From an optimization exercise on the open Yosys and OpenROAD flow, aimed at small area and a short achievable clock period; shortcuts taken in it are not production practice.
The RTL was checked by simulation tests, not by an equivalence proof against the original design.
Power figures rest on the tool's default switching activity, not on a simulated workload.

### flow/flow/run.sh
#!/bin/bash
# Layout flow: the standard ORFS flow (standard.sh) with two changes.
#  1. Synthesis keeps the bit-level helper modules streebog_hsel and
#     streebog_rdy as black boxes; Yosys then fills them in with the gates of
#     flow/cells_map.v (an inverter and an a222oi per head bit, and a
#     two-level s_ready_o). Every register comes from the standard synthesis
#     unchanged.
#  2. The port buffers of global placement are made as the smallest buffer
#     (timing repair still resizes any of them).
set -euo pipefail
export BUFFER_PORTS_ARGS="-buffer_cell sky130_fd_sc_hd__buf_1"
export SYNTH_BLACKBOXES="streebog_hsel streebog_rdy"
R="$PWD/orfs/results/${FLOW_PLATFORM}/streebog_block_packer/base"
LIB="$FLOW_HOME/platforms/${FLOW_PLATFORM}/lib/sky130_fd_sc_hd__tt_025C_1v80.lib"

bash standard.sh "$R/1_2_yosys.v" > synth.log 2>&1
cp "$R/1_2_yosys.v" netlist_synth.v
yosys -p "read_liberty -lib -ignore_miss_func $LIB; read_verilog netlist_synth.v; techmap -map flow/cells_map.v; opt_clean -purge; stat -liberty $LIB; write_verilog -noattr -noexpr -nohex -nodec netlist_mapped.v" > map_cells.log 2>&1
cp netlist_mapped.v "$R/1_2_yosys.v"
bash standard.sh > standard_flow.log 2>&1
### flow/flow/cells_map.v
// Gate-level bodies for the helper modules that synthesis keeps as black
// boxes (see run.sh). Same functions as in rtl/streebog_block_fifo.sv.
module streebog_hsel (hold, sel_s, sel_p, h, s_n, p_n, d);
  input hold, sel_s, sel_p, h, s_n, p_n;
  output d;
  wire h_n;
  sky130_fd_sc_hd__inv_1 u_inv (.A(h), .Y(h_n));
  sky130_fd_sc_hd__a222oi_1 u_aoi (.A1(hold), .A2(h_n), .B1(sel_s), .B2(s_n),
                                   .C1(sel_p), .C2(p_n), .Y(d));
endmodule

module streebog_rdy (sl, m, r, nf, nfc, y);
  input sl, m, r, nf, nfc;
  output y;
  wire y0_n, y1_n;
  sky130_fd_sc_hd__a21oi_1 u_y0 (.A1(r), .A2(m), .B1(nfc), .Y(y0_n));
  sky130_fd_sc_hd__a21oi_1 u_y1 (.A1(r), .A2(m), .B1(nf), .Y(y1_n));
  sky130_fd_sc_hd__mux2i_1 u_mux (.A0(y0_n), .A1(y1_n), .S(sl), .Y(y));
endmodule
### flow/standard.sh
#!/bin/bash
# synth_recipe.tcl (not shown) runs the flow's synth.tcl, then flattens the netlist and writes it again
# the make line also repeats each setting of config.mk as NAME=value (left out here)
make -C /OpenROAD-flow-scripts/flow DESIGN_CONFIG=/design/flow/config.mk WORK_HOME=/design/flow/orfs CLKGATE_MAP_FILE= SYNTH_SCRIPT=/design/flow/synth_recipe.tcl "${@:-finish}"
### flow/config.mk
export PLATFORM = sky130hd
export DESIGN_NAME = streebog_block_packer
export DESIGN_NICKNAME = streebog_block_packer
export VERILOG_FILES = /design/flow/design.v
export SDC_FILE = /design/flow/constraint.sdc
export NUM_CORES = 4
export LEC_CHECK = 0
export CAP_MARGIN = 20
export CORE_MARGIN = 2
export CORE_UTILIZATION = 55
export SETUP_SLACK_MARGIN = 3.0
export SLEW_MARGIN = 20
### flow/constraint.sdc
create_clock -name core_clock -period 5.5 [get_ports {clk_i}]
set_input_delay 1.1000 -clock core_clock [delete_from_list [all_inputs] [get_ports {clk_i}]]
set_output_delay 1.1000 -clock core_clock [all_outputs]
set_load 0.01 [all_outputs]
### flow/design.v
package streebog_pkg;
  localparam int BLOCK_BITS = 512;
  localparam int LEN_W      = 10;
endpackage
module streebog_hsel (
  input  logic hold,
  input  logic sel_s,
  input  logic sel_p,
  input  logic h,
  input  logic s_n,
  input  logic p_n,
  output logic d
);
  assign d = ~((hold & ~h) | (sel_s & s_n) | (sel_p & p_n));
endmodule
module streebog_rdy (
  input  logic sl,
  input  logic m,
  input  logic r,
  input  logic nf,
  input  logic nfc,
  output logic y
);
  assign y = sl ? (nf | (r & m)) : (nfc | (r & m));
endmodule
module streebog_block_packer #(
  parameter int IN_WIDTH  = 64,
  parameter int OUT_DEPTH = 2
) (
  input  logic                               clk_i,
  input  logic                               rstn_i,
  input  logic                               abort_i,
  input  logic [IN_WIDTH-1:0]                s_data_i,
  input  logic                               s_valid_i,
  output logic                               s_ready_o,
  input  logic                               s_last_i,
  input  logic [$clog2(IN_WIDTH/8+1)-1:0]    s_nbytes_i,
  output logic [511:0]                       m_data_o,
  output logic                               m_valid_o,
  input  logic                               m_ready_i,
  output logic                               m_last_o,
  output logic [9:0]                         m_last_len_o,
  output logic                               busy_o
);
  logic [2:0]   cnt_q;
  logic         ready_q;
  logic         hd_v_q, sc_v_q;
  logic         nf_q;       
  logic         busy_q;
  logic         nfc_q;      
  logic [2:0]   cnt_d;
  logic         hd_v_d, sc_v_d;
  logic [447:0] asm_q;
  logic [511:0] hd_q, sc_q;    
  logic [6:0]   hd_len_q, sc_len_q;    
  logic         hd_last_q, sc_last_q;
  logic         cnt7, closes, accept, push, pop, keep, clr;
  logic         hd_hold, hd_sc, hd_pd;
  logic [511:0] pd_n, hd_d;
  logic [7:0]   bm;         
  logic [63:0]  wd;         
  logic         pad_next;   
  logic [511:0] pd;         
  logic [6:0]   pd_len;
  logic         pd_last;
  assign cnt7      = (cnt_q == 3'd7);
  assign closes    = s_last_i || cnt7;
  streebog_rdy u_rdy (
    .sl (s_last_i),
    .m  (m_ready_i),
    .r  (ready_q),
    .nf (nf_q),
    .nfc(nfc_q),
    .y  (s_ready_o)
  );
  assign accept    = s_valid_i && s_ready_o && !abort_i;
  assign push      = accept && closes;
  assign pop       = hd_v_q && m_ready_i && !abort_i;
  always_comb begin
    for (int j = 0; j < 8; j++) begin
      bm[j] = !s_last_i || (s_nbytes_i > 4'(j));
      for (int b = 0; b < 8; b++) wd[8*j+b] = s_data_i[8*j+b] && bm[j];
      if (s_last_i && s_nbytes_i == 4'(j)) wd[8*j] = 1'b1;
    end
    pad_next = (s_nbytes_i == 4'd8);
    for (int k = 0; k < 7; k++)
      pd[64*k +: 64] = asm_q[64*k +: 64] | (cnt_q == 3'(k) ? wd : 64'd0);
    pd[448 +: 64] = cnt7 ? wd : 64'd0;
    for (int k = 1; k < 8; k++)
      if (cnt_q == 3'(k - 1) && pad_next) pd[64*k] = 1'b1;
    pd_last = s_last_i;
    pd_len  = s_last_i ? {cnt_q, 3'd0} + 7'(s_nbytes_i) : 7'd64;
  end
  always_comb begin
    cnt_d  = cnt_q;
    hd_v_d = hd_v_q;
    sc_v_d = sc_v_q;
    if (abort_i) begin
      cnt_d  = '0;
      hd_v_d = 1'b0;
      sc_v_d = 1'b0;
    end else begin
      if (accept) cnt_d = closes ? 3'd0 : cnt_q + 3'd1;
      if (push && !pop) begin
        hd_v_d = 1'b1;
        sc_v_d = hd_v_q;
      end else if (pop && !push) begin
        hd_v_d = sc_v_q;
        sc_v_d = 1'b0;
      end
    end
  end
  always_ff @(posedge clk_i or negedge rstn_i) begin
    if (!rstn_i) begin
      cnt_q   <= '0;
      ready_q <= 1'b0;
      hd_v_q  <= 1'b0;
      sc_v_q  <= 1'b0;
      nf_q    <= 1'b0;
      nfc_q   <= 1'b0;
      busy_q  <= 1'b0;
    end else begin
      ready_q <= 1'b1;
      cnt_q   <= cnt_d;
      hd_v_q  <= hd_v_d;
      sc_v_q  <= sc_v_d;
      nf_q    <= !sc_v_d;
      nfc_q   <= !sc_v_d || (cnt_d != 3'd7);
      busy_q  <= (cnt_d != 3'd0) || hd_v_d;
    end
  end
  assign keep = accept && !closes;
  assign clr  = !ready_q || abort_i || push;
  always_ff @(posedge clk_i) begin
    for (int k = 0; k < 7; k++)
      if (clr || cnt_q == 3'(k)) asm_q[64*k +: 64] <= keep ? s_data_i : 64'd0;
  end
  always_ff @(posedge clk_i) begin
    if (!sc_v_q || m_ready_i) begin
      sc_q      <= pd_n;    
      sc_len_q  <= pd_len;
      sc_last_q <= pd_last;
    end
    if (!hd_v_q || m_ready_i) begin
      hd_len_q  <= sc_v_q ? sc_len_q  : pd_len;
      hd_last_q <= sc_v_q ? sc_last_q : pd_last;
    end
  end
  assign hd_hold = hd_v_q && !m_ready_i;
  assign hd_sc   = !hd_hold && sc_v_q;
  assign hd_pd   = !hd_hold && !sc_v_q;
  assign pd_n    = ~pd;
  for (genvar i = 0; i < 512; i++) begin : g_hd
    streebog_hsel u_hsel (
      .hold (hd_hold),
      .sel_s(hd_sc),
      .sel_p(hd_pd),
      .h    (hd_q[i]),
      .s_n  (sc_q[i]),
      .p_n  (pd_n[i]),
      .d    (hd_d[i])
    );
  end
  always_ff @(posedge clk_i) hd_q <= hd_d;
  assign m_valid_o    = hd_v_q;
  assign m_data_o     = hd_q;
  assign m_last_len_o = {hd_len_q, 3'd0};
  assign m_last_o     = hd_last_q;
  assign busy_o       = busy_q;
endmodule
==> results of run 1 <==
==> report_power, final <==
group          switching (W)  leakage, nW  total [W]  internal [W]
Sequential          0.000575         14.3     0.0135        0.0130
Combinational        0.00137         7.23    0.00202      0.000654
Clock                0.00420         2.36     0.0100       0.00582
Total                0.00615         23.9     0.0256        0.0194
==> worst reg2reg max path, delay by kind of cell, from the launching register on <==
family,cells,cell delay (ns)
buffers and inverters,3,0.78
adder cells (fa/ha/maj),2,0.45
flip-flops,1,0.47
AND/OR/NAND/NOR,4,0.60
==> flip-flops by register name, summed over array words and instances (netlist names), 3 cells and up <==
| signal | cells |
|---|---|
| cnt_q | 3 |
| sc_len_q | 7 |
| hd_q | 512 |
| asm_q | 448 |
| hd_len_q | 7 |
| sc_q | 512 |
==> per-layer routing <==
layer	track usage	part of all wire
met1	0.431	0.39
met2	0.501	0.47
met3	0.0719	0.11
met4	0.129	0.035
met5	0	0
==> cell type report <==
class	count	area, µm²	share of cell area
clock inverter	54	453	0.00737
sequential	1497	39900	0.648
tap	1254	1570	0.0255
timing repair buffer	692	3820	0.0622
multi-input combinational	1256	9420	0.153
inverter	521	1970	0.0321
clock buffer	222	4370	0.0710
antenna	1	2.50	0.0000407
==> worst max path at each step <==
stage | slack (ns) | end | cells after the start
global placement | 1.12 | asm_q[132] | 10
global route | 2.70 | s_ready_o | 4
finish | 2.71 | s_ready_o | 4
detailed placement | 1.05 | asm_q[132] | 10
CTS | 2.69 | s_ready_o | 4
floorplan | -19.00 | hd_q[0] | 5
==> per-stage QoR <==
step           cell area, µm²  total power (W)  hold slack [ns]
6_report                61500           0.0256            0.322
5_1_grt                 61500           0.0263            0.321
4_1_cts                 61000           0.0256            0.276
3_5_place_dp            55500           0.0157            0.436
3_3_place_gp            55500           0.0156            0.434
2_1_floorplan           51400           0.0148            0.426
==> timing repair <==
action,4_1_cts,5_1_grt
gates resized for setup,134,79
endpoints found under the setup margin,1777,982
setup buffers,18,10
gates cloned,8,4
pin swaps,4,3
endpoints found under the hold margin,0,0
==> layout by cell type, fill, tap and decap left out, types with 26 or more instances in the layout <==
master,count
a21oi_1,448
a222oi_1,512
and2_1,99
buf_1,569
buf_12,30
buf_4,34
clkbuf_1,48
clkbuf_16,162
clkinv_2,26
dfxtp_1,457
dfxtp_2,55
edfxtp_1,976
inv_1,518
nand2_1,74
==> impl_metrics.yaml, run 1 <==
cells_and_area:
  drive_above_1_share: 0.112
  fill_cells: 6861
  layout.nets: 4199
  final_core_util: 0.662
  final_cells: 5497
  area_growth_syn_to_layout_pct: 19.7
critical_path:
  crit_type: "in -> out"
  end_kind: "output port"
  critPathBufInv: 3
  max_stage_delay_ns: 0.26
  critPathLaunchType: "input pin"
  timing.reg2reg.worst_path_depth: 9
  crit_chain: "buf_6, buf_6, mux2i_4, buf_6"
  path_common_cell: "buf_6"
  slowest_stage: "mux2i_4"
  arrival_ns: 1.69
  reg2reg_to: "asm_q[173]"
  critPathTopFamily: "buffers and inverters"
  r2r_slack_ns: 2.95
  timing.rr.start: "cnt_q[1]"
  path_max_fanout: 3
  crit_start: "s_last_i"
  cp.required_ns: 4.40
global_route:
  grt.overflow.total: 0
  grt_pass1_vias: 33500
  antenna_found_initial: 4
  grt_util_all_layers: 0.318
  grt_pass1_wl_mm: 221
  grt_max_degree: 202
route:
  viasPerCell: 6.29
  drcViolationCount: 0
  vias: 34600
  dr.pass1.iters: 15
  wirelength_mm: 158
  detail-route-antenna-nets: 0
  wire_per_inst_um: 28.8
  dr.first_iter.drc_count: 6230
die:
  ios: 600
  core_region_area_mm2: 0.0929
  rows: 112
  fp.dieArea_mm2: 0.0958
  start_util: 0.553
  die_w_um: 310
  die_h_um: 310
cts:
  clock_sinks: 1497
  cts.path.max_buffers: 3
  cts_root_buf: "clkbuf_16"
  clk_pin_slew_ns: 0.06
  clock_latency_ns: 0.75
  cts_tree: "yes"
  cts_max_level: 4
  cts_made_buffers: 149
  holdBufCountCts: 0
placed_design:
  post-place-cells: 5180
  numPortBuffers: 596
  place_ws_ns: 1.05
  dp_hpwl_mm: 89.7
  place.gp.congestion: 0.836
timing:
  fin_ws_ns: 2.71
  relSlewSlack: 0.407
  setup_viol: 0
  layout_worst_path_cycle_share: 0.507
  timing.fmax_mhz: 359
  setup_tns_ns: 0
  final_hold_viol_count: 0
  tightest_slew_ns: 0.889
  rsz0062_at_grt: "yes"
  finalClockSkew_ns: 0.0172
  timing.final.crit_period_ns: 2.79
  drv_slew: 0
synthesis:
  yosysWarnings: 1
  synth_area_mm2: 0.0514
  synthCells: 3396
  syn_avg_cell_area_um2: 15.1
flow_run:
  cap_violations: 0
pwr:
  power.density_mw_per_mm2: 416
  p_leak_nw: 23.9
  peakVddDrop_mv: 0.295
worst_hold_path:
  hold_class: "in -> async"
status:
  status: "timing/DRC/antenna clean"
==> run 2, diff against run 1 <==
--- a/flow/design.v
+++ b/flow/design.v
@@ -61,2 +61,3 @@
   logic [63:0]  wd;         
+  logic [3:0]   nb_eff;
   logic         pad_next;   
@@ -79,8 +80,9 @@
   always_comb begin
+    nb_eff = s_last_i ? s_nbytes_i : 4'd8;
     for (int j = 0; j < 8; j++) begin
-      bm[j] = !s_last_i || (s_nbytes_i > 4'(j));
+      bm[j] = (nb_eff > 4'(j));
       for (int b = 0; b < 8; b++) wd[8*j+b] = s_data_i[8*j+b] && bm[j];
-      if (s_last_i && s_nbytes_i == 4'(j)) wd[8*j] = 1'b1;
+      if (nb_eff == 4'(j)) wd[8*j] = 1'b1;
     end
-    pad_next = (s_nbytes_i == 4'd8);
+    pad_next = (nb_eff == 4'd8);
     for (int k = 0; k < 7; k++)
@@ -91,3 +93,3 @@
     pd_last = s_last_i;
-    pd_len  = s_last_i ? {cnt_q, 3'd0} + 7'(s_nbytes_i) : 7'd64;
+    pd_len  = {cnt_q, 3'd0} + 7'(nb_eff);
   end
--- a/flow/config.mk
+++ b/flow/config.mk
@@ -9,3 +9,3 @@
 export CORE_MARGIN = 2
-export CORE_UTILIZATION = 55
+export CORE_UTILIZATION = 45
 export SETUP_SLACK_MARGIN = 3.0
==> run 2 against run 1 <==
  * Still clean on timing, DRC and antenna
  * Fmax is 2.3% higher
  * Synthesized area hardly changed
  * Sequential share of layout area is 0.68 points lower
  * Wire length is 2.6% higher
  * Core utilization is 11 points lower
  * Critical endpoint unchanged
  * Largest cell class unchanged
==> impl_metrics.yaml, run 2 <==
status:
  status: "timing/DRC/antenna clean"
critical_path:
  r2r_slack_ns: 3.05
  crit_chain: "buf_12, a21oi_4, mux2i_4, buf_6"
  cp.required_ns: 4.40
  path_max_fanout: 4
  timing.rr.start: "hd_v_q"
  reg2reg_to: "hd_q[15]"
  end_kind: "output port"
  timing.reg2reg.worst_path_depth: 5
  crit_type: "in -> out"
  arrival_ns: 1.62
  crit_start: "m_ready_i"
  slowest_stage: "a21oi_4"
  critPathLaunchType: "input pin"
  max_stage_delay_ns: 0.16
cells_and_area:
  top_regs: "hd_q: 512 flops, sc_q: 512 flops, asm_q: 448 flops"
  area_growth_syn_to_layout_pct: 20.9
  layout.nets: 4228
  most-common-layout-cells: "976 x edfxtp_1, 520 x inv_1, 518 x buf_1"
  drive_above_1_share: 0.127
  mostFrequentLayoutCell: "edfxtp_1"
  final_area_mm2: 0.0621
  final_cells: 5780
global_route:
  grt_max_degree: 183
  antenna_found_initial: 12
  grt_util_all_layers: 0.268
  grt_pass1_vias: 32300
  grt.overflow.total: 0
  grt_pass1_wl_mm: 227
timing:
  finalClockSkew_ns: 0.0218
  timing.fmax_mhz: 367
  rsz0062_at_grt: "yes"
  layout_worst_path_cycle_share: 0.495
  setup_viol: 0
  drv_slew: 0
  tightest_slew_ns: 1.21
  fin_ws_ns: 2.78
  setup_tns_ns: 0
  timing.final.crit_period_ns: 2.72
  final_hold_viol_count: 0
  relSlewSlack: 0.194
flow_run:
  cap_violations: 0
pwr:
  peakVddDrop_mv: 0.262
  p_total_w: 0.0258
  power.density_mw_per_mm2: 416
  p_leak_nw: 24.2
cts:
  cts_max_level: 4
  cts_tree: "yes"
  cts.path.max_buffers: 3
  cts_made_buffers: 154
  holdBufCountCts: 0
  clock_latency_ns: 0.76
  clock_sinks: 1497
  clk_pin_slew_ns: 0.06
  cts_root_buf: "clkbuf_16"
placed_design:
  numPortBuffers: 596
  placed_area_mm2: 0.0557
  dp_hpwl_mm: 88.6
  post-place-cells: 5412
  place.gp.congestion: 0.767
  place_ws_ns: 1.06
route:
  dr.first_iter.drc_count: 5340
  vias: 34000
  detail-route-antenna-nets: 0
  drcViolationCount: 0
  wire_per_inst_um: 28.1
  wirelength_mm: 162
  dr.pass1.iters: 17
  viasPerCell: 5.88
die:
  fp.dieArea_mm2: 0.117
  die_h_um: 342
  rows: 123
  die_w_um: 342
  ios: 600
  core_region_area_mm2: 0.113
  start_util: 0.455
worst_hold_path:
  hold_class: "in -> async"
synthesis:
  syn_avg_cell_area_um2: 15.1
  yosysWarnings: 1
  synthCells: 3395
  synth_area_mm2: 0.0513
==> run 2: stage by stage <==
step	hold slack, ns	util
2_1_floorplan	0.430	-
3_3_place_gp	0.434	0.494
3_5_place_dp	0.441	0.494
4_1_cts	0.238	0.547
5_1_grt	0.293	0.550
6_report	0.284	0.550
==> run 2: where the power goes <==
part | total (W) | leakage (nW) | switching [W] | internal [W]
sequential | 0.0134 | 14.3 | 0.000474 | 0.0130
clock | 0.0103 | 2.45 | 0.00434 | 0.00594
combinational | 0.00211 | 7.46 | 0.00144 | 0.000665
==> run 2: worst max-delay path by stage <==
stage                end  cells past startpoint
2_1_floorplan    hd_q[0]                      5
3_3_place_gp   hd_q[264]                      7
3_5_place_dp   hd_q[200]                      7
4_1_cts        s_ready_o                      4
5_1_grt        s_ready_o                      3
6_report       s_ready_o                      4
==> run 2: critical path, delay by kind of cell <==
family                 cells  cell delay [ns]
buffers and inverters      2             0.26
AOI/OAI and AO/OA          1             0.16
muxes                      1             0.09
==> run 2: timing repair <==
| action | in CTS | in global routing |
|---|---|---|
| resized for setup | 156 | 75 |
| pin swaps | 7 | 4 |
| gates cloned | 15 | 2 |
| setup buffers | 52 | 9 |
| endpoints found under the setup margin | 2374 | 938 |
==> run 2: metal layers <==
layer | global-route usage | vias to the layer above | part of all wire
li1 | - | 14900 | -
met1 | 0.367 | 17200 | 0.41
met2 | 0.420 | 1653 | 0.47
met3 | 0.0662 | 268 | 0.098
met4 | 0.0865 | 16 | 0.028
met5 | 0 | - | 0.00070
==> run 2: cell type report <==
class / count / area [µm²]
Sequential cell: 1497 / 39800
Timing Repair Buffer: 713 / 3860
Inverter: 522 / 1970
Antenna cell: 2 / 5.00
Multi-Input combinational cell: 1258 / 9530
Clock buffer: 232 / 4430
Fill cell: 9379 / 50700
Clock inverter: 56 / 582
Tap cell: 1500 / 1880
==> run 3, diff against run 2 <==
--- a/flow/design.v
+++ b/flow/design.v
@@ -19,7 +19,7 @@
   input  logic r,
-  input  logic nf,
-  input  logic nfc,
+  input  logic nf_n,
+  input  logic nc_n,
   output logic y
 );
-  assign y = sl ? (nf | (r & m)) : (nfc | (r & m));
+  assign y = ~(~(r & m) & ((nc_n | sl) & nf_n));
 endmodule
@@ -47,5 +47,6 @@
   logic         hd_v_q, sc_v_q;
-  logic         nf_q;       
+  logic         full_q;     
+  logic         cnt7_q;     
+  logic         s_rdy;
   logic         busy_q;
-  logic         nfc_q;      
   logic [2:0]   cnt_d;
@@ -69,10 +70,11 @@
   streebog_rdy u_rdy (
-    .sl (s_last_i),
-    .m  (m_ready_i),
-    .r  (ready_q),
-    .nf (nf_q),
-    .nfc(nfc_q),
-    .y  (s_ready_o)
+    .sl  (s_last_i),
+    .m   (m_ready_i),
+    .r   (ready_q),
+    .nf_n(full_q),
+    .nc_n(cnt7_q),
+    .y   (s_ready_o)
   );
-  assign accept    = s_valid_i && s_ready_o && !abort_i;
+  assign s_rdy = ready_q && (!closes || !sc_v_q || m_ready_i);
+  assign accept    = s_valid_i && s_rdy && !abort_i;
   assign push      = accept && closes;
@@ -120,4 +122,2 @@
       sc_v_q  <= 1'b0;
-      nf_q    <= 1'b0;
-      nfc_q   <= 1'b0;
       busy_q  <= 1'b0;
@@ -128,5 +128,12 @@
       sc_v_q  <= sc_v_d;
-      nf_q    <= !sc_v_d;
-      nfc_q   <= !sc_v_d || (cnt_d != 3'd7);
       busy_q  <= (cnt_d != 3'd0) || hd_v_d;
+    end
+  end
+  always_ff @(posedge clk_i or negedge rstn_i) begin
+    if (!rstn_i) begin
+      full_q <= 1'b1;
+      cnt7_q <= 1'b1;
+    end else begin
+      full_q <= sc_v_d;
+      cnt7_q <= (cnt_d == 3'd7);
     end
--- a/flow/flow/run.sh
+++ b/flow/flow/run.sh
@@ -1,10 +1,12 @@
 #!/bin/bash
-# Layout flow: the standard ORFS flow (standard.sh) with two changes.
+# Layout flow: the standard ORFS flow (standard.sh) with three changes.
 #  1. Synthesis keeps the bit-level helper modules streebog_hsel and
 #     streebog_rdy as black boxes; Yosys then fills them in with the gates of
-#     flow/cells_map.v (an inverter and an a222oi per head bit, and a
-#     two-level s_ready_o). Every register comes from the standard synthesis
-#     unchanged.
+#     flow/cells_map.v (an inverter and an a222oi per head bit, and
+#     nand2(nand2, o21a) for s_ready_o). Every register comes from the
+#     standard synthesis unchanged.
 #  2. The port buffers of global placement are made as the smallest buffer
 #     (timing repair still resizes any of them).
+#  3. Pin placement keeps s_last_i, s_ready_o and m_ready_i together
+#     (flow/io.tcl).
 set -euo pipefail
@@ -12,2 +14,3 @@
 export SYNTH_BLACKBOXES="streebog_hsel streebog_rdy"
+export PRE_IO_PLACEMENT_TCL="$PWD/flow/io.tcl"
 R="$PWD/orfs/results/${FLOW_PLATFORM}/streebog_block_packer/base"
--- a/flow/flow/cells_map.v
+++ b/flow/flow/cells_map.v
@@ -11,9 +11,9 @@
 
-module streebog_rdy (sl, m, r, nf, nfc, y);
-  input sl, m, r, nf, nfc;
+module streebog_rdy (sl, m, r, nf_n, nc_n, y);
+  input sl, m, r, nf_n, nc_n;
   output y;
-  wire y0_n, y1_n;
-  sky130_fd_sc_hd__a21oi_1 u_y0 (.A1(r), .A2(m), .B1(nfc), .Y(y0_n));
-  sky130_fd_sc_hd__a21oi_1 u_y1 (.A1(r), .A2(m), .B1(nf), .Y(y1_n));
-  sky130_fd_sc_hd__mux2i_1 u_mux (.A0(y0_n), .A1(y1_n), .S(sl), .Y(y));
+  wire a_n, b;
+  sky130_fd_sc_hd__nand2_1 u_a (.A(r), .B(m), .Y(a_n));
+  sky130_fd_sc_hd__o21a_1 u_b (.A1(nc_n), .A2(sl), .B1(nf_n), .X(b));
+  sky130_fd_sc_hd__nand2_1 u_y (.A(a_n), .B(b), .Y(y));
 endmodule
==> flow/flow/io.tcl (new file) <==
# Keep the ports of the only input-to-output path (s_last_i and m_ready_i to
# s_ready_o) next to each other on the die's edge.
set_io_pin_constraint -group -order -pin_names {s_last_i s_ready_o m_ready_i}
--- a/flow/config.mk
+++ b/flow/config.mk
@@ -10,2 +10,5 @@
 export CORE_UTILIZATION = 45
+export CTS_BUF_LIST = sky130_fd_sc_hd__clkbuf_16
+export CTS_CLUSTER_DIAMETER = 100
+export CTS_CLUSTER_SIZE = 20
 export SETUP_SLACK_MARGIN = 3.0
==> run 3 against run 2 <==
  * Wire length increased by 2.6%
  * Clock-buffer cell count shrank 145
  * Sequential share of layout area increased by 2.8 points
  * Register-to-register slack better by 0.03 ns
  * Critical path type unchanged
  * Power decreased by 18%
  * Clock skew grew 0.0024 ns
  * Still clean on timing, DRC and antenna
  * Flip-flop and latch count stayed put
  * Die area about the same
  * Synthesized area is essentially flat
  * Synthesized cell count hardly changed
==> impl_metrics.yaml, run 3 <==
cells_and_area:
  most-common-layout-cells: "976 x edfxtp_1, 585 x inv_1, 566 x buf_1"
  top_regs: "hd_q: 512 flops, sc_q: 512 flops, asm_q: 448 flops"
  drive_above_1_share: 0.0705
  layout.nets: 4141
  mostFrequentLayoutCell: "edfxtp_1"
  area_growth_syn_to_layout_pct: 15.8
  fill_cells: 9629
die:
  fp.dieArea_mm2: 0.117
  die_w_um: 342
  die_h_um: 342
  ios: 600
  core_region_area_mm2: 0.113
  rows: 123
  start_util: 0.455
timing:
  drv_slew: 0
  tightest_slew_ns: 1.16
  layout_worst_path_cycle_share: 0.489
  setup_tns_ns: 0
  timing.final.crit_period_ns: 2.69
  rsz0062_at_grt: "yes"
  final_hold_viol_count: 0
  fin_ws_ns: 2.81
  setup_viol: 0
  timing.fmax_mhz: 371
  relSlewSlack: 0.227
  finalClockSkew_ns: 0.0242
synthesis:
  yosysWarnings: 1
  synthCells: 3398
  synth_area_mm2: 0.0513
  syn_avg_cell_area_um2: 15.1
cts:
  cts.path.max_buffers: 3
  cts_max_level: 3
  clock_sinks: 1497
  holdBufCountCts: 0
  cts_tree: "yes"
  cts_made_buffers: 85
  cts_root_buf: "clkbuf_16"
  clock_latency_ns: 0.70
  clk_pin_slew_ns: 0.09
critical_path:
  max_stage_delay_ns: 0.18
  crit_chain: "buf_12, o21a_1, nand2_1, buf_6"
  critPathBufInv: 2
  critPathTopFamily: "buffers and inverters"
  arrival_ns: 1.59
  critPathLaunchType: "input pin"
  cp.required_ns: 4.40
  crit_type: "in -> out"
  slowest_stage: "o21a_1"
  path_max_fanout: 2
  timing.rr.start: "cnt_q[1]"
  crit_start: "s_last_i"
  end_kind: "output port"
route:
  vias: 33900
  dr.pass1.iters: 14
  drcViolationCount: 0
  detail-route-antenna-nets: 0
  wirelength_mm: 167
  dr.first_iter.drc_count: 5612
  viasPerCell: 6.02
  wire_per_inst_um: 29.6
placed_design:
  place_ws_ns: 1.49
  dp_hpwl_mm: 86.5
  numPortBuffers: 596
  place.gp.congestion: 0.774
global_route:
  grt_max_degree: 167
  grt_pass1_wl_mm: 231
  antenna_found_initial: 19
  grt_util_all_layers: 0.273
  grt.overflow.total: 0
  grt_pass1_vias: 32200
worst_hold_path:
  hold_class: "in -> async"
pwr:
  p_leak_nw: 23.5
  peakVddDrop_mv: 0.225
  power.density_mw_per_mm2: 355
flow_run:
  cap_violations: 0
status:
  status: "timing/DRC/antenna clean"
-- run 3: metal layers --
layer	share of wire	GRT usage	up-vias
met2	0.47	0.432	1766
li1	-	-	14700
met5	0.00032	0	-
met3	0.11	0.0623	208
met1	0.40	0.376	17300
met4	0.026	0.0850	8
-- run 3: cell type report --
type / instances / area, µm² / share of cell area
antenna: 9 / 22.5 / 0.000379
clock buffer: 87 / 2180 / 0.0366
clock inverter: 70 / 308 / 0.00518
inverter: 525 / 1990 / 0.0335
multi-input combinational: 1256 / 9400 / 0.158
sequential: 1497 / 39800 / 0.669
tap: 1500 / 1880 / 0.0316
timing repair buffer: 694 / 3870 / 0.0651
-- run 3: metrics by stage --
step / hold WS [ns] / cell area (µm²) / instances / utilization / total power [W]
2_1_floorplan: 0.426 / 51400 / 3400 / - / 0.0140
3_3_place_gp: 0.434 / 55700 / 5408 / 0.494 / 0.0147
3_5_place_dp: 0.440 / 55700 / 5408 / 0.494 / 0.0147
4_1_cts: 0.290 / 59100 / 5613 / 0.524 / 0.0212
5_1_grt: 0.344 / 59400 / 5634 / 0.527 / 0.0218
6_report: 0.323 / 59400 / 5638 / 0.527 / 0.0211
-- run 3: final timing paths --
kind                              to  slack (ns)  depth (start not counted)
max                        s_ready_o        2.81                          4
min                         cnt_q[1]        0.32                          1
max reg2reg                asm_q[90]        3.08                          8
min reg2reg                hd_q[500]        0.44                          1
max in group asynchronous   cnt_q[2]        4.82                          1
min in group core_clock    hd_q[500]        0.44                          1
-- run 3: what timing repair did --
action | 4_1_cts | 5_1_grt
pin swaps | 4 | 1
cloned | 22 | 4
gates resized for setup | 93 | 31
setup endpoints to repair | 2195 | 697
setup buffers | 26 | 12
-- run 3: worst reg2reg max path, delay by kind of cell, from the launching register on --
kind,cells,cell delay [ns]
compound gates,1,0.26
simple gates,3,0.33
fa+ha+maj,2,0.49
flops,1,0.47
buf+inv,2,0.59
-- run 3: report_power, final --
group / internal [W] / switching (W)
Clock: 0.00290 / 0.00365
Sequential: 0.0127 / 0.000340
Combinational: 0.000466 / 0.00104
Total: 0.0161 / 0.00503
==> run 4, diff against run 3 <==
--- a/flow/design.v
+++ b/flow/design.v
@@ -18,8 +18,8 @@
   input  logic m,
-  input  logic r,
-  input  logic nf_n,
-  input  logic nc_n,
+  input  logic nf,
+  input  logic fr,
+  input  logic nc,
   output logic y
 );
-  assign y = ~(~(r & m) & ((nc_n | sl) & nf_n));
+  assign y = nf | (fr & m) | (nc & ~sl);
 endmodule
@@ -47,4 +47,5 @@
   logic         hd_v_q, sc_v_q;
-  logic         full_q;     
-  logic         cnt7_q;     
+  logic         rdy_nf_q;   
+  logic         rdy_fr_q;   
+  logic         rdy_nc_q;   
   logic         s_rdy;
@@ -70,8 +71,8 @@
   streebog_rdy u_rdy (
-    .sl  (s_last_i),
-    .m   (m_ready_i),
-    .r   (ready_q),
-    .nf_n(full_q),
-    .nc_n(cnt7_q),
-    .y   (s_ready_o)
+    .sl(s_last_i),
+    .m (m_ready_i),
+    .nf(rdy_nf_q),
+    .fr(rdy_fr_q),
+    .nc(rdy_nc_q),
+    .y (s_ready_o)
   );
@@ -133,7 +134,9 @@
     if (!rstn_i) begin
-      full_q <= 1'b1;
-      cnt7_q <= 1'b1;
+      rdy_nf_q <= 1'b0;
+      rdy_fr_q <= 1'b0;
+      rdy_nc_q <= 1'b0;
     end else begin
-      full_q <= sc_v_d;
-      cnt7_q <= (cnt_d == 3'd7);
+      rdy_nf_q <= !sc_v_d;
+      rdy_fr_q <= sc_v_d || (cnt_d == 3'd7);
+      rdy_nc_q <= (cnt_d != 3'd7);
     end
--- a/flow/flow/run.sh
+++ b/flow/flow/run.sh
@@ -5,3 +5,3 @@
 #     flow/cells_map.v (an inverter and an a222oi per head bit, and
-#     nand2(nand2, o21a) for s_ready_o). Every register comes from the
+#     nand2(a21oi, nand2b) for s_ready_o). Every register comes from the
 #     standard synthesis unchanged.
--- a/flow/flow/cells_map.v
+++ b/flow/flow/cells_map.v
@@ -11,9 +11,9 @@
 
-module streebog_rdy (sl, m, r, nf_n, nc_n, y);
-  input sl, m, r, nf_n, nc_n;
+module streebog_rdy (sl, m, nf, fr, nc, y);
+  input sl, m, nf, fr, nc;
   output y;
-  wire a_n, b;
-  sky130_fd_sc_hd__nand2_1 u_a (.A(r), .B(m), .Y(a_n));
-  sky130_fd_sc_hd__o21a_1 u_b (.A1(nc_n), .A2(sl), .B1(nf_n), .X(b));
-  sky130_fd_sc_hd__nand2_1 u_y (.A(a_n), .B(b), .Y(y));
+  wire t1, t2;
+  sky130_fd_sc_hd__a21oi_1 u_t1 (.A1(fr), .A2(m), .B1(nf), .Y(t1));
+  sky130_fd_sc_hd__nand2b_1 u_t2 (.A_N(sl), .B(nc), .Y(t2));
+  sky130_fd_sc_hd__nand2_1 u_y (.A(t1), .B(t2), .Y(y));
 endmodule
==> run 4 against run 3 <==
  * Clock power fell by 1%
  * Combinational power fell by 3%
  * Die area rose by 0.38%
  * Fmax fell by 2.0%
  * Sequential share of layout area fell by 0.33 points
  * Critical endpoint unchanged
==> impl_metrics.yaml, run 4 <==
status:
  status: "timing/DRC/antenna clean"
placed_design:
  place_ws_ns: 1.31
  dp_hpwl_mm: 87.5
  numPortBuffers: 596
  place.gp.congestion: 0.783
timing:
  fin_ws_ns: 2.75
  final_hold_viol_count: 0
  hold-worst-slack_ns: 0.401
  timing.final.crit_period_ns: 2.75
  finalClockSkew_ns: 0.0193
  relSlewSlack: 0.141
  rsz0062_at_grt: "yes"
  setup_viol: 0
  timing.fmax_mhz: 364
  tightest_slew_ns: 1.29
  setup_tns_ns: 0
  drv_slew: 0
  layout_worst_path_cycle_share: 0.500
critical_path:
  arrival_ns: 1.65
  path_max_fanout: 2
  crit_chain: "buf_6, buf_6, nand2b_4, nand2_4, buf_6"
  critPathBufInv: 3
  slowest_stage: "nand2b_4"
  path_common_cell: "buf_6"
  crit_type: "in -> out"
  critPathLaunchType: "input pin"
  max_stage_delay_ns: 0.14
  cp.required_ns: 4.40
  end_kind: "output port"
  critPathTopFamily: "buffers and inverters"
cts:
  cts.path.max_buffers: 3
  clock_sinks: 1498
  cts_tree: "yes"
  cts_made_buffers: 84
  cts_root_buf: "clkbuf_16"
  cts_max_level: 3
  clock_latency_ns: 0.69
  clk_pin_slew_ns: 0.09
route:
  dr.pass1.iters: 14
  detail-route-antenna-nets: 0
  wirelength_mm: 165
  drcViolationCount: 0
  wire_per_inst_um: 29.2
  viasPerCell: 6.01
  dr.first_iter.drc_count: 5593
  vias: 34000
synthesis:
  synth_area_mm2: 0.0515
  syn_avg_cell_area_um2: 15.1
  yosysWarnings: 1
  synthCells: 3407
die:
  core_region_area_mm2: 0.114
  fp.dieArea_mm2: 0.117
  die_w_um: 342
  rows: 124
  ios: 600
  die_h_um: 342
  start_util: 0.452
global_route:
  antenna_found_initial: 11
  grt_pass1_vias: 31800
  grt_pass1_wl_mm: 226
  grt.overflow.total: 0
  grt_max_degree: 204
  grt_util_all_layers: 0.267
cells_and_area:
  area_growth_syn_to_layout_pct: 16.0
  mostFrequentLayoutCell: "edfxtp_1"
  layout.nets: 4152
  most-common-layout-cells: "976 x edfxtp_1, 586 x inv_1, 575 x buf_1"
  top_regs: "hd_q: 512 flops, sc_q: 512 flops, asm_q: 448 flops"
  drive_above_1_share: 0.0727
flow_run:
  cap_violations: 0
pwr:
  p_leak_nw: 23.7
  p_int_w: 0.0161
  power.density_mw_per_mm2: 352
  peakVddDrop_mv: 0.250
  switching_share: 0.237
  p_sw_w: 0.00498
  share_comb_of_total_power: 0.070
  clkPwrFrac: 0.308
  pwr-share-seq: 0.623
worst_hold_path:
  hold_class: "in -> async"
## run 4: cell types whose count changed in the layout (fill, tap and decap cells not counted), moves of 7 or more
| cell | change |
|---|---|
| or2b_4 | +7 |
| buf_2 | -14 |
| buf_16 | +9 |
| buf_1 | +9 |
| nand2b_4 | -7 |
## run 4: worst paths after layout
check,start,end,slack [ns],cells after the start
worst max register to register,hd_v_q,hd_q[340],2.91,6
max in group asynchronous,rstn_i,cnt_q[2],4.66,1
worst min register to register,sc_q[364],hd_q[364],0.44,1
worst min-delay path,rstn_i,cnt_q[0],0.40,1
worst max-delay path,s_last_i,s_ready_o,2.75,5
min in group core_clock,sc_q[364],hd_q[364],0.44,1
## run 4: metal layers
metal | wire (µm) | global-route usage | up-vias
li1 | - | - | 14700
met1 | 66700 | 0.366 | 17300
met2 | 77600 | 0.426 | 1715
met3 | 15000 | 0.0507 | 239
met4 | 5810 | 0.0924 | 10
met5 | 76 | 0 | -
## run 4: power by group through the flow
stage	clock network (W)	logic (W)	registers, W
after detailed placement	0	0.00137	0.0134
final	0.00647	0.00147	0.0131
after floorplan	0	0.000671	0.0134
after global placement	0	0.00134	0.0133
after CTS	0.00658	0.00144	0.0131
after global routing	0.00696	0.00160	0.0132
## run 4: final cells by class
cell class,count,area [µm²]
clock inverter,68,288
fill,9701,54100
multi-input combinational,1258,9560
inverter,526,1990
sequential,1498,39800
antenna,7,17.5
timing repair inverter,1,5.00
timing repair buffer,701,4040
tap,1512,1890
clock buffer,86,2150
## run 4: metrics by stage
stage	total power, W	cell area, µm²	util	cells
2_1_floorplan	0.0140	51600	-	3409
3_3_place_gp	0.0147	55700	0.489	5423
3_5_place_dp	0.0147	55700	0.489	5423
4_1_cts	0.0211	59300	0.521	5629
5_1_grt	0.0217	59700	0.525	5651
6_report	0.0210	59800	0.525	5657
## run 4: worst reg2reg max path: stages (launching register included)
cell and delay [ns]:
dfrtp_2 0.48, buf_12 0.16, nand2_8 0.11, clkinvlp_4 0.27
buf_12 0.24, buf_12 0.25, a222oi_1 0.98
## run 4: what timing repair did
action	4_1_cts	5_1_grt
hold buffers	0	0
gates resized for setup	100	69
pin swaps	7	3
gates cloned	20	5
setup buffers	32	16
endpoints found under the setup margin	2102	736
==> run 5, diff against run 4 <==
--- a/flow/design.v
+++ b/flow/design.v
@@ -24,2 +24,8 @@
   assign y = nf | (fr & m) | (nc & ~sl);
+endmodule
+module streebog_inv (
+  input  logic a,
+  output logic y
+);
+  assign y = ~a;
 endmodule
@@ -58,2 +64,3 @@
   logic         hd_last_q, sc_last_q;
+  logic         s_last_n, s_last;
   logic         cnt7, closes, accept, push, pop, keep, clr;
@@ -68,4 +75,9 @@
   logic         pd_last;
+  streebog_inv u_last_inv (
+    .a(s_last_i),
+    .y(s_last_n)
+  );
+  assign s_last = ~s_last_n;
   assign cnt7      = (cnt_q == 3'd7);
-  assign closes    = s_last_i || cnt7;
+  assign closes    = s_last || cnt7;
   streebog_rdy u_rdy (
@@ -83,3 +95,3 @@
   always_comb begin
-    nb_eff = s_last_i ? s_nbytes_i : 4'd8;
+    nb_eff = s_last ? s_nbytes_i : 4'd8;
     for (int j = 0; j < 8; j++) begin
@@ -95,3 +107,3 @@
       if (cnt_q == 3'(k - 1) && pad_next) pd[64*k] = 1'b1;
-    pd_last = s_last_i;
+    pd_last = s_last;
     pd_len  = {cnt_q, 3'd0} + 7'(nb_eff);
--- a/flow/flow/run.sh
+++ b/flow/flow/run.sh
@@ -2,7 +2,8 @@
 # Layout flow: the standard ORFS flow (standard.sh) with three changes.
-#  1. Synthesis keeps the bit-level helper modules streebog_hsel and
-#     streebog_rdy as black boxes; Yosys then fills them in with the gates of
-#     flow/cells_map.v (an inverter and an a222oi per head bit, and
-#     nand2(a21oi, nand2b) for s_ready_o). Every register comes from the
-#     standard synthesis unchanged.
+#  1. Synthesis keeps the bit-level helper modules streebog_hsel,
+#     streebog_rdy and streebog_inv as black boxes; Yosys then fills them in
+#     with the gates of flow/cells_map.v (an inverter and an a222oi per head
+#     bit, nand2(a21oi, nand2b) for s_ready_o, and an inverter that isolates
+#     s_last_i's other loads). Every register comes from the standard
+#     synthesis unchanged.
 #  2. The port buffers of global placement are made as the smallest buffer
@@ -13,3 +14,3 @@
 export BUFFER_PORTS_ARGS="-buffer_cell sky130_fd_sc_hd__buf_1"
-export SYNTH_BLACKBOXES="streebog_hsel streebog_rdy"
+export SYNTH_BLACKBOXES="streebog_hsel streebog_rdy streebog_inv"
 export PRE_IO_PLACEMENT_TCL="$PWD/flow/io.tcl"
--- a/flow/flow/cells_map.v
+++ b/flow/flow/cells_map.v
@@ -19 +19,7 @@
 endmodule
+
+module streebog_inv (a, y);
+  input a;
+  output y;
+  sky130_fd_sc_hd__inv_2 u_inv (.A(a), .Y(y));
+endmodule
==> run 5 against run 4 <==
  * Highest routed layer unchanged
  * Non-clock buffer count is 11 lower
  * Largest power group unchanged
  * First-iteration DRC count is 5.7% higher
  * Via count shrank 0.64%
  * Critical path depth is 1 lower
  * Still clean
==> impl_metrics.yaml, run 5 <==
cells_and_area:
  area_growth_syn_to_layout_pct: 15.8
  drive_above_1_share: 0.0736
  multiInputGateArea_mm2: 0.00948
  most-common-layout-cells: "976 x edfxtp_1, 586 x inv_1, 569 x buf_1"
  final_cells: 5650
  mostFrequentLayoutCell: "edfxtp_1"
  top_regs: "hd_q: 512 flops, sc_q: 512 flops, asm_q: 448 flops"
  seq_area_mm2: 0.0398
  layout.nets: 4140
  fill_cells: 9832
die:
  die_w_um: 342
  core_region_area_mm2: 0.114
  die_h_um: 342
  start_util: 0.452
  ios: 600
  rows: 124
  fp.dieArea_mm2: 0.117
pwr:
  pwr-share-seq: 0.617
  p_int_w: 0.0161
  share_comb_of_total_power: 0.070
  p_total_w: 0.0212
  power.density_mw_per_mm2: 355
  p_leak_nw: 23.5
  p_sw_w: 0.00506
  switching_share: 0.239
  clkPwrFrac: 0.313
  peakVddDrop_mv: 0.205
placed_design:
  numPortBuffers: 596
  post-place-cells: 5430
  place.gp.congestion: 0.759
  dp_hpwl_mm: 88.3
global_route:
  antenna_found_initial: 20
  grt_max_degree: 138
  grt_pass1_wl_mm: 224
  grt_pass1_vias: 31800
  grt_util_all_layers: 0.263
  grt.overflow.total: 0
timing:
  layout_worst_path_cycle_share: 0.478
  timing.fmax_mhz: 380
  rsz0062_at_grt: "yes"
  setup_tns_ns: 0
  setup_viol: 0
  timing.final.crit_period_ns: 2.63
  tightest_slew_ns: 0.917
  finalClockSkew_ns: 0.0387
  relSlewSlack: 0.389
  drv_slew: 0
  final_hold_viol_count: 0
synthesis:
  syn_avg_cell_area_um2: 15.1
  yosysWarnings: 1
  synthCells: 3407
  synth_area_mm2: 0.0515
critical_path:
  critPathLaunchType: "input pin"
  timing.rr.start: "cnt_q[0]"
  arrival_ns: 1.53
  r2r_slack_ns: 3.00
  timing.reg2reg.worst_path_depth: 6
  slowest_stage: "buf_6"
  path_max_fanout: 3
  crit_type: "in -> out"
  reg2reg_to: "hd_q[292]"
  max_stage_delay_ns: 0.14
  crit_chain: "buf_12, a21oi_4, nand2_2, buf_6"
  end_kind: "output port"
  cp.required_ns: 4.40
cts:
  clock_sinks: 1498
  cts_max_level: 3
  cts_root_buf: "clkbuf_16"
  cts_made_buffers: 86
  clk_pin_slew_ns: 0.09
  cts_tree: "yes"
  cts.path.max_buffers: 3
  clock_latency_ns: 0.71
status:
  status: "timing/DRC/antenna clean"
route:
  wire_per_inst_um: 28.7
  detail-route-antenna-nets: 0
  drcViolationCount: 0
  viasPerCell: 5.98
  wirelength_mm: 162
  dr.pass1.iters: 15
  vias: 33800
  dr.first_iter.drc_count: 5910
flow_run:
  cap_violations: 0
worst_hold_path:
  hold_class: "in -> async"
[run 5: repair_timing]
action                      CTS  global route
hold buffers                  0             0
pin swaps                     5             2
setup endpoints to repair  2025           445
setup buffers                29             6
cloned                       13             4
gates resized for setup     116            35
[run 5: area by class of cell]
cell class	instances	area share
inverter	527	0.0335
multi-input combinational	1255	0.159
tap	1512	0.0317
sequential	1498	0.668
timing repair buffer	690	0.0646
clock inverter	73	0.00563
clock buffer	88	0.0370
antenna	7	0.000294
[run 5: metrics by stage]
step / utilization / hold WS (ns) / cell area (µm²) / setup slack (ns)
2_1_floorplan: - / 0.426 / 51500 / -20.27
3_3_place_gp: 0.490 / 0.434 / 55800 / 1.22
3_5_place_dp: 0.490 / 0.440 / 55800 / 1.18
4_1_cts: 0.521 / 0.335 / 59300 / 2.87
5_1_grt: 0.523 / 0.395 / 59600 / 2.85
6_report: 0.523 / 0.382 / 59600 / 2.87
[run 5: worst max-delay path: cells and delay by family]
| family | cells | cell delay (ns) |
|---|---|---|
| compound gates | 1 | 0.11 |
| simple gates | 1 | 0.06 |
| buf+inv | 2 | 0.26 |
[run 5: per-layer routing]
| layer | wire (µm) | global-route usage | vias to the layer above |
|---|---|---|---|
| li1 | - | - | 14700 |
| met1 | 64500 | 0.359 | 17100 |
| met2 | 75900 | 0.414 | 1708 |
| met3 | 16900 | 0.0653 | 226 |
| met4 | 4870 | 0.0867 | 16 |
| met5 | 97 | 0 | - |
[run 5: worst max-delay path by stage]
stage               cells past startpoint  slack [ns]         end       from
detailed placement                      6        1.18  asm_q[434]    abort_i
global route                            4        2.85   s_ready_o  m_ready_i
floorplan                               5      -20.27     hd_q[0]  m_ready_i
finish                                  4        2.87   s_ready_o  m_ready_i
global placement                        6        1.22  asm_q[434]    abort_i
CTS                                     4        2.87   s_ready_o  m_ready_i
[run 5: power groups by stage]
stage,registers (W),clock network [W],logic (W)
global placement,0.0133,0,0.00138
detailed placement,0.0133,0,0.00140
floorplan,0.0134,0,0.000668
global route,0.0131,0.00714,0.00161
finish,0.0131,0.00663,0.00148
CTS,0.0131,0.00676,0.00146
==> run 6, diff against run 5 <==
--- a/flow/design.v
+++ b/flow/design.v
@@ -18,3 +18,3 @@
   input  logic m,
-  input  logic nf,
+  input  logic nf_n,
   input  logic fr,
@@ -23,3 +23,3 @@
 );
-  assign y = nf | (fr & m) | (nc & ~sl);
+  assign y = ~nf_n | (fr & m) | (nc & ~sl);
 endmodule
@@ -53,5 +53,5 @@
   logic         hd_v_q, sc_v_q;
-  logic         rdy_nf_q;   
-  logic         rdy_fr_q;   
-  logic         rdy_nc_q;   
+  logic         rdy_full_q;  
+  logic         rdy_fr_q;    
+  logic         rdy_nc_q;    
   logic         s_rdy;
@@ -64,3 +64,3 @@
   logic         hd_last_q, sc_last_q;
-  logic         s_last_n, s_last;
+  logic         s_last_n, s_last, m_ready_n, m_ready;
   logic         cnt7, closes, accept, push, pop, keep, clr;
@@ -80,2 +80,7 @@
   assign s_last = ~s_last_n;
+  streebog_inv u_ready_inv (
+    .a(m_ready_i),
+    .y(m_ready_n)
+  );
+  assign m_ready = ~m_ready_n;
   assign cnt7      = (cnt_q == 3'd7);
@@ -83,13 +88,13 @@
   streebog_rdy u_rdy (
-    .sl(s_last_i),
-    .m (m_ready_i),
-    .nf(rdy_nf_q),
-    .fr(rdy_fr_q),
-    .nc(rdy_nc_q),
-    .y (s_ready_o)
+    .sl  (s_last_i),
+    .m   (m_ready_i),
+    .nf_n(rdy_full_q),
+    .fr  (rdy_fr_q),
+    .nc  (rdy_nc_q),
+    .y   (s_ready_o)
   );
-  assign s_rdy = ready_q && (!closes || !sc_v_q || m_ready_i);
+  assign s_rdy = ready_q && (!closes || !sc_v_q || m_ready);
   assign accept    = s_valid_i && s_rdy && !abort_i;
   assign push      = accept && closes;
-  assign pop       = hd_v_q && m_ready_i && !abort_i;
+  assign pop       = hd_v_q && m_ready && !abort_i;
   always_comb begin
@@ -146,3 +151,2 @@
     if (!rstn_i) begin
-      rdy_nf_q <= 1'b0;
       rdy_fr_q <= 1'b0;
@@ -150,3 +154,2 @@
     end else begin
-      rdy_nf_q <= !sc_v_d;
       rdy_fr_q <= sc_v_d || (cnt_d == 3'd7);
@@ -154,2 +157,6 @@
     end
+  end
+  always_ff @(posedge clk_i or negedge rstn_i) begin
+    if (!rstn_i) rdy_full_q <= 1'b1;
+    else         rdy_full_q <= sc_v_d;
   end
@@ -162,3 +169,3 @@
   always_ff @(posedge clk_i) begin
-    if (!sc_v_q || m_ready_i) begin
+    if (!sc_v_q || m_ready) begin
       sc_q      <= pd_n;    
@@ -167,3 +174,3 @@
     end
-    if (!hd_v_q || m_ready_i) begin
+    if (!hd_v_q || m_ready) begin
       hd_len_q  <= sc_v_q ? sc_len_q  : pd_len;
@@ -172,3 +179,3 @@
   end
-  assign hd_hold = hd_v_q && !m_ready_i;
+  assign hd_hold = hd_v_q && !m_ready;
   assign hd_sc   = !hd_hold && sc_v_q;
--- a/flow/flow/run.sh
+++ b/flow/flow/run.sh
@@ -5,5 +5,5 @@
 #     with the gates of flow/cells_map.v (an inverter and an a222oi per head
-#     bit, nand2(a21oi, nand2b) for s_ready_o, and an inverter that isolates
-#     s_last_i's other loads). Every register comes from the standard
-#     synthesis unchanged.
+#     bit, nand3(nand2, nand2b) for s_ready_o, and inverters that isolate
+#     the other loads of s_last_i and m_ready_i). Every register comes from
+#     the standard synthesis unchanged.
 #  2. The port buffers of global placement are made as the smallest buffer
--- a/flow/flow/cells_map.v
+++ b/flow/flow/cells_map.v
@@ -11,9 +11,9 @@
 
-module streebog_rdy (sl, m, nf, fr, nc, y);
-  input sl, m, nf, fr, nc;
+module streebog_rdy (sl, m, nf_n, fr, nc, y);
+  input sl, m, nf_n, fr, nc;
   output y;
   wire t1, t2;
-  sky130_fd_sc_hd__a21oi_1 u_t1 (.A1(fr), .A2(m), .B1(nf), .Y(t1));
+  sky130_fd_sc_hd__nand2_1 u_t1 (.A(fr), .B(m), .Y(t1));
   sky130_fd_sc_hd__nand2b_1 u_t2 (.A_N(sl), .B(nc), .Y(t2));
-  sky130_fd_sc_hd__nand2_1 u_y (.A(t1), .B(t2), .Y(y));
+  sky130_fd_sc_hd__nand3_1 u_y (.A(t1), .B(t2), .C(nf_n), .Y(y));
 endmodule
==> run 6 against run 5 <==
  * Setup slack better by 0.018 ns
  * Critical endpoint unchanged
  * Synthesized cell count is essentially flat
  * Highest routed layer unchanged
  * Via count is 0.22% higher
  * Sequential power about the same
  * First-iteration DRC count fell by 2.4%
  * Still clean
  * Clock power barely moved
  * Clock skew shrank 0.0068 ns
==> impl_metrics.yaml, run 6 <==
placed_design:
  place.gp.congestion: 0.787
  numPortBuffers: 596
  place_ws_ns: 1.39
  dp_hpwl_mm: 89.1
pwr:
  p_int_w: 0.0162
  p_leak_nw: 23.6
  pwr-share-seq: 0.615
  clkPwrFrac: 0.311
  p_sw_w: 0.00509
  p_total_w: 0.0213
  switching_share: 0.239
  peakVddDrop_mv: 0.306
  share_comb_of_total_power: 0.074
  power.density_mw_per_mm2: 357
route:
  dr.pass1.iters: 15
  wirelength_mm: 167
  detail-route-antenna-nets: 0
  vias: 33800
  viasPerCell: 6.00
  dr.first_iter.drc_count: 5769
  wire_per_inst_um: 29.6
  drcViolationCount: 0
critical_path:
  max_stage_delay_ns: 0.13
  path_max_fanout: 2
  path_common_cell: "buf_6"
  arrival_ns: 1.51
  end_kind: "output port"
  cp.required_ns: 4.40
  critPathLaunchType: "input pin"
  slowest_stage: "nand2b_4"
  crit_chain: "buf_6, nand2b_4, nand3_2, buf_6"
  crit_type: "in -> out"
timing:
  hold-worst-slack_ns: 0.371
  relSlewSlack: 0.283
  fin_ws_ns: 2.89
  final_hold_viol_count: 0
  tightest_slew_ns: 1.08
  drv_slew: 0
  rsz0062_at_grt: "yes"
  timing.fmax_mhz: 383
  layout_worst_path_cycle_share: 0.475
  setup_tns_ns: 0
  finalClockSkew_ns: 0.0319
  setup_viol: 0
  timing.final.crit_period_ns: 2.61
cells_and_area:
  multiInputGateArea_mm2: 0.00949
  area_growth_syn_to_layout_pct: 16.1
  most-common-layout-cells: "976 x edfxtp_1, 585 x inv_1, 574 x buf_1"
  seq_area_mm2: 0.0398
  drive_above_1_share: 0.0755
  mostFrequentLayoutCell: "edfxtp_1"
  fill_cells: 9525
  top_regs: "hd_q: 512 flops, sc_q: 512 flops, asm_q: 448 flops"
  layout.nets: 4145
global_route:
  grt.overflow.total: 0
  antenna_found_initial: 18
  grtUsageMet2: 0.431
  grt_pass1_vias: 32000
  gr-usage-met1: 0.374
  top_usage_layer: "met2"
  grt_use_met3: 0.0521
  grt_max_degree: 214
  grt_pass1_wl_mm: 230
  grt_util_all_layers: 0.271
cts:
  cts_root_buf: "clkbuf_16"
  cts_tree: "yes"
  cts.path.max_buffers: 3
  clk_pin_slew_ns: 0.09
  clock_latency_ns: 0.69
  cts_made_buffers: 86
  clock_sinks: 1498
  holdBufCountCts: 0
  cts_max_level: 3
die:
  die_w_um: 342
  die_h_um: 342
  ios: 600
  core_region_area_mm2: 0.113
  rows: 123
  start_util: 0.455
  fp.dieArea_mm2: 0.117
flow_run:
  cap_violations: 0
synthesis:
  synthCells: 3406
  yosysWarnings: 1
  synth_area_mm2: 0.0514
  syn_avg_cell_area_um2: 15.1
worst_hold_path:
  hold_class: "in -> async"
status:
  status: "timing/DRC/antenna clean"
==> run 6: worst paths after layout <==
| path | start | cells after the start | slack [ns] | endpoint |
|---|---|---|---|---|
| max | s_last_i | 4 | 2.89 | s_ready_o |
| min | rstn_i | 1 | 0.37 | busy_q |
| max reg2reg | cnt_q[2] | 8 | 3.02 | asm_q[124] |
| min reg2reg | sc_q[106] | 1 | 0.44 | hd_q[106] |
| max in group asynchronous | rstn_i | 1 | 4.72 | sc_v_q |
| min in group core_clock | sc_q[106] | 1 | 0.44 | hd_q[106] |
==> run 6: critical path: cells and delay by family <==
kind | cells | cell delay, ns
buffers and inverters | 2 | 0.23
and+or+nand+nor | 2 | 0.19
==> run 6: stage by stage <==
stage	util	instance area [µm²]	std cells
after global routing	0.529	59600	5637
final	0.529	59600	5639
after global placement	0.494	55800	5416
after CTS	0.525	59200	5620
after floorplan	-	51400	3408
after detailed placement	0.494	55800	5417
==> run 6: what timing repair did <==
action,CTS,global route
buffers inserted,28,6
setup endpoints to repair,2112,663
pin swaps,5,1
resized for setup,86,58
cloned,16,7
endpoints found under the hold margin,0,0
==> run 6: layout make-up <==
type | count | share of cell area
sequential | 1498 | 0.668
multi-input combinational | 1255 | 0.159
timing repair buffer | 695 | 0.0656
clock buffer | 88 | 0.0369
inverter | 527 | 0.0335
tap | 1500 | 0.0315
clock inverter | 71 | 0.00552
antenna | 5 | 0.000210
==> run 6: power by group through the flow <==
stage | registers (W) | clock network (W) | logic [W]
2_1_floorplan | 0.0134 | 0 | 0.000689
3_3_place_gp | 0.0133 | 0 | 0.00145
3_5_place_dp | 0.0133 | 0 | 0.00147
4_1_cts | 0.0131 | 0.00676 | 0.00155
5_1_grt | 0.0131 | 0.00715 | 0.00171
6_report | 0.0131 | 0.00661 | 0.00158
==> run 6: metal layers <==
layer / vias up / routed length (µm)
met4: 14 / 5550
met3: 235 / 15300
li1: 14700 / -
met2: 1684 / 78000
met5: - / 120
met1: 17200 / 67700
==> run 7, diff against run 6 <==
--- a/flow/config.mk
+++ b/flow/config.mk
@@ -13,3 +13,3 @@
 export CTS_CLUSTER_SIZE = 20
-export SETUP_SLACK_MARGIN = 3.0
+export SETUP_SLACK_MARGIN = 3.2
 export SLEW_MARGIN = 20
==> run 7 against run 6 <==
  * Clock power barely moved
  * Critical path depth unchanged
  * Register-to-register slack improved by 0.17 ns
  * Synthesized cell count unchanged
  * Hold slack lost 0.0034 ns
  * Flip-flop and latch count stayed put
  * Non-clock buffer count is 70 higher
  * Power rose by 2.2%
  * Largest cell class unchanged
==> impl_metrics.yaml, run 7 <==
timing:
  setup_tns_ns: 0
  finalClockSkew_ns: 0.0313
  layout_worst_path_cycle_share: 0.474
  relSlewSlack: 0.322
  fin_ws_ns: 2.89
  setup_viol: 0
  timing.final.crit_period_ns: 2.61
  tightest_slew_ns: 1.02
  rsz0062_at_grt: "yes"
  drv_slew: 0
  timing.fmax_mhz: 383
  final_hold_viol_count: 0
worst_hold_path:
  hold_class: "in -> async"
critical_path:
  crit_chain: "buf_6, nand2b_4, nand3_2, buf_6"
  critPathBufInv: 2
  crit_type: "in -> out"
  path_common_cell: "buf_6"
  timing.rr.start: "ready_q"
  max_stage_delay_ns: 0.13
  arrival_ns: 1.51
  critPathTopFamily: "buffers and inverters"
  timing.reg2reg.worst_path_depth: 6
  cp.required_ns: 4.40
  end_kind: "output port"
  path_max_fanout: 2
  crit_start: "s_last_i"
  slowest_stage: "nand2b_4"
  critPathLaunchType: "input pin"
  crit_cells: 4
placed_design:
  place.gp.congestion: 0.787
  numPortBuffers: 596
  post-place-cells: 5417
  dp_hpwl_mm: 89.1
  place_ws_ns: 1.39
route:
  viasPerCell: 6.00
  drcViolationCount: 0
  wire_per_inst_um: 29.4
  detail-route-antenna-nets: 0
  wirelength_mm: 168
  vias: 34200
  dr.pass1.iters: 15
  dr.first_iter.drc_count: 5729
cts:
  cts.path.max_buffers: 3
  cts_max_level: 3
  cts_made_buffers: 86
  cts_tree: "yes"
  clock_sinks: 1498
  cts_root_buf: "clkbuf_16"
  clock_latency_ns: 0.70
  holdBufCountCts: 0
  clk_pin_slew_ns: 0.10
synthesis:
  yosysWarnings: 1
  synth_area_mm2: 0.0514
  syn_avg_cell_area_um2: 15.1
  synthCells: 3406
global_route:
  grt_pass1_vias: 32700
  grt_pass1_wl_mm: 233
  grt_util_all_layers: 0.275
  antenna_found_initial: 15
  grt.overflow.total: 0
  grt_max_degree: 214
pwr:
  power.density_mw_per_mm2: 341
  p_leak_nw: 26.4
  p_total_w: 0.0217
  peakVddDrop_mv: 0.296
cells_and_area:
  most-common-layout-cells: "976 x edfxtp_1, 585 x inv_1, 512 x a222oi_1"
  drive_above_1_share: 0.321
  area_growth_syn_to_layout_pct: 24.1
  top_regs: "hd_q: 512 flops, sc_q: 512 flops, asm_q: 448 flops"
  layout.nets: 4216
  final_cells: 5709
  mostFrequentLayoutCell: "edfxtp_1"
flow_run:
  cap_violations: 0
die:
  ios: 600
  start_util: 0.455
  core_region_area_mm2: 0.113
  fp.dieArea_mm2: 0.117
  rows: 123
  die_h_um: 342
  die_w_um: 342
status:
  status: "timing/DRC/antenna clean"
==> run 7: worst reg2reg max path, stage by stage (launching register included) <==
cell	delay [ns]
dfrtp_1	0.59
and3b_4	0.34
nand3_2	0.10
and3_4	0.23
buf_12	0.15
buf_4	0.17
nand2b_4	0.36
==> run 7: cell type report <==
cell class / count / area [µm²]
well taps: 1500 / 1880
diodes: 4 / 10.0
inverters: 527 / 2000
repair buffers: 765 / 7240
clock inverters: 71 / 329
multi-input cells: 1256 / 9610
clock buffers: 88 / 2200
flip-flops and latches: 1498 / 40500
fillers: 9083 / 49000
==> run 7: power breakdown <==
group          internal, W  switching [W]
combinational     0.000850        0.00111
clock              0.00294        0.00367
sequential          0.0128       0.000378
==> run 7: per-layer routing <==
metal,track usage,share of wire,up-vias
met5,0,0.00042,-
met4,0.0853,0.029,12
met3,0.0539,0.088,226
met2,0.442,0.48,1633
met1,0.378,0.40,17500
li1,-,-,14800
==> run 7: metrics by stage <==
stage                     cell area, µm²  hold WS [ns]  utilization
after floorplan                    51400         0.430            -
after global placement             55800         0.434        0.494
after detailed placement           55800         0.440        0.494
after CTS                          63200         0.334        0.560
after global routing               63800         0.400        0.565
final                              63800         0.368        0.565
==> run 7: final timing paths <==
| path | slack [ns] | to |
|---|---|---|
| setup / recovery | 2.89 | s_ready_o |
| hold / removal | 0.37 | sc_v_q |
| setup reg to reg | 3.19 | asm_q[65] |
| hold reg to reg | 0.44 | hd_q[349] |
| max in group asynchronous | 4.70 | cnt_q[2] |
| min in group core_clock | 0.44 | hd_q[349] |
==> run 7: timing repair <==
| action | 4_1_cts | 5_1_grt |
|---|---|---|
| setup endpoints to repair | 2838 | 1021 |
| endpoints found under the hold margin | 0 | 0 |
| cloned | 19 | 5 |
| gates resized for setup | 1570 | 96 |
| pin swaps | 11 | 6 |
| setup buffers | 81 | 24 |

==> afterwards: timing with drivers on the ports <==
Ports are ideal in the flow. The routed layouts listed here were re-timed in OpenROAD. Step 1 sets driving cells, clkbuf_16 on the clock port and buf_2 on the other inputs (assumed; they add their load-dependent delay and slew). Step 2 also shifts input and output timing later by t, the mid clock arrival at the registers, as if the neighbouring blocks saw the same clock. a / b / c = ideal ports / drivers / drivers and shift; a / b = the first two.
| run | t, ns | slack for setup (ns) | worst setup path at the end | pins driven straight from the clock port |
|---|---|---|---|---|
| run 1 | 0.812 | 2.712 / 2.661 / 2.089 | input to register | 1 |
| run 2 | 0.819 | 2.776 / 2.726 / 2.147 | input to register | 1 |
| run 3 | 0.762 | 2.808 / 2.689 / 2.226 | input to register | 1 |
| run 4 | 0.756 | 2.752 / 2.697 / 2.144 | input to register | 1 |
| run 5 | 0.760 | 2.872 / 2.776 / 2.182 | input to register | 1 |
| run 6 | 0.748 | 2.890 / 2.801 / 2.210 | input to register | 1 |
| run 7 | 0.754 | 2.891 / 2.789 / 2.402 | input to register | 1 |
After both steps every run listed still meets setup and hold. For run 5, which loses most, drivers alone change the setup slack by -0.096 ns; drivers and shift together by -0.690 ns.
